This design comes from an exercise in tuning for small area, a short achievable clock period and few clock cycles on the open sky130 flow, not from production work.
No activity file was given, so power comes from the tool's default toggle rates.

## cedar
// lru_page_replacement
module lru_page_replacement #(
  parameter int FRAME_SLOTS = lru_pkg::FRAME_SLOTS_DEF
) (
  input  logic                             clk,
  input  logic                             rst_n,
  input  logic                             in_valid,
  output logic                             in_ready,
  input  logic [lru_pkg::PAGE_W-1:0]       in_page_number,
  output logic                             out_valid,
  input  logic                             out_ready,
  output logic                             out_fault,
  output logic [lru_pkg::FRAME_USED_W-1:0] out_frame_used,
  output logic                             out_evicted_valid,
  output logic [lru_pkg::PAGE_W-1:0]       out_evicted_page,
  output logic [lru_pkg::FAULT_CNT_W-1:0]  out_fault_total,
  input  logic                             cfg_psel,
  input  logic                             cfg_penable,
  input  logic                             cfg_pwrite,
  input  logic [lru_pkg::CFG_ADDR_W-1:0]   cfg_paddr,
  input  logic [lru_pkg::CFG_DATA_W-1:0]   cfg_pwdata,
  output logic [lru_pkg::CFG_DATA_W-1:0]   cfg_prdata,
  output logic                             cfg_pready
);
Settings: LEC_CHECK=0, ABC_CLOCK_PERIOD_IN_PS=2200, CAP_MARGIN=20, CORE_MARGIN=2, CORE_UTILIZATION=55, SETUP_SLACK_MARGIN=2.3, SLEW_MARGIN=20; clock period 5.0 ns.
run.sh (not shown) runs the stock make flow with config.mk's settings and CLKGATE_MAP_FILE= SYNTH_SCRIPT=/design/flow/synth_recipe.tcl, a recipe that flattens the netlist after the stock synthesis.
> inputs changed (cedar -> lagoon)
--- a/flow/design.v
+++ b/flow/design.v
@@ -131,52 +131,24 @@
     if (!commit) begin
       any_emp <= any_f;
     end else if (!hit && last_emp) begin
       any_emp <= 1'b0;
     end
   end
-  logic [N-1:0] av_vec, lru_r, lru_x, lru_x_excl, lru_nx, below_lru;
-  logic         no_lru, lru_hit, lru_used;
-  assign av_vec     = valid_r & active;
-  assign lru_x_excl = lru_r & {N{b_v}};
   always_comb begin
     for (int i = 0; i < N; i++) begin
-      lru_x[i] = av_vec[i] && !lru_x_excl[i];
+      lru_sel[i] = active[i];
       for (int j = 0; j < N; j++) begin
         if (j < i) begin
-          lru_x[i] = lru_x[i] && (lru_x_excl[j] || rec_r[j][i]);
+          lru_sel[i] = lru_sel[i] && rec_r[j][i];
         end else if (j > i) begin
-          lru_x[i] = lru_x[i] && (!av_vec[j] || lru_x_excl[j] || !rec_r[i][j]);
+          lru_sel[i] = lru_sel[i] && (!active[j] || !rec_r[i][j]);
         end
       end
     end
   end
-  assign lru_nx = (|lru_x) ? lru_x : lru_r;
-  assign no_lru = !(|lru_r);
-  always_comb begin
-    for (int k = 0; k < N; k++) begin
-      below_lru[k] = 1'b0;
-      for (int j = k + 1; j < N; j++) begin
-        below_lru[k] = below_lru[k] || lru_r[j];
-      end
-    end
-  end
-  assign lru_hit  = (|(m_vec & lru_r)) && !(|(m_vec & below_lru));
-  assign lru_used = hit ? lru_hit : !any_emp;
-  always_ff @(posedge clk) begin
-    if (!b_v) begin
-      lru_r <= lru_x;
-    end else if (go) begin
-      if (no_lru) begin
-        lru_r <= emp_sel;
-      end else if (lru_used) begin
-        lru_r <= lru_nx;
-      end
-    end
-  end
-  assign lru_sel = lru_r;
   always_comb begin
     lru_page = '0;
     for (int k = 0; k < N; k++) begin
       lru_page = lru_page | (page_r[k] & {PW{lru_sel[k]}});
     end
   end
==> summary.txt <==
- lagoon | stages: all done | timing, DRC, antenna: all pass
- In lagoon the headroom to the max-slew limit turned out 12 points higher than in cedar.
- Relative contribution of the clock network to total power is lower on cedar
- Delta (lagoon minus cedar): sequential cell count went down by 16; highest clock rate grew by about 7%; met3 track demand over resource fell 2.9 points; slack of the worst reg-to-reg path moved up; worst setup slack after layout moved up.
- Note that the routed wire length recorded for lagoon amounts to 0.889 times the value seen in cedar.
- As of lagoon, synthesized cell count had fallen by more than 10% compared to cedar.
- Compared lagoon vs cedar, and core utilization of the finished layout is down in lagoon.
- The run showing the greater fill cell instance count of the final layout is cedar.
- Looking at standard-cell row count, lagoon sits 2.6% below cedar.
- Compared with cedar, lagoon shows total power lower by about 7%.
- Peak supply drop in lagoon is about 3% higher than in cedar
Function was not checked in any run of this note: the RTL went through the layout flow alone.

## separate check: timing with driven ports
No port has a modelled driver above. Below, the same layouts with a new extraction and two added sets of constraints. Step 1 assumes that a clkbuf_16 drives the clock port and a buf_2 every other input. Step 2 moves the port delays by t, midway between the first and last clock arrival at a register: inputs arrive t later, outputs are due t later. That takes back most of the time a late clock gives input paths. Three values: ideal, step 1, step 2; two values: the first two.
run | shift t [ns] | setup slack, ns | worst setup path after step 2 | latest minus earliest clock arrival (ns)
cedar | 0.683 | 2.001 / 2.001 / 1.592 | input to register | 0.035 / 0.035
lagoon | 0.680 | 2.204 / 2.204 / 1.665 | input to register | 0.043 / 0.043
After both steps setup and hold are still met in every run listed. The setup slack of lagoon, which loses most, moves by 0.000 ns with the drivers and by -0.539 ns with both steps.
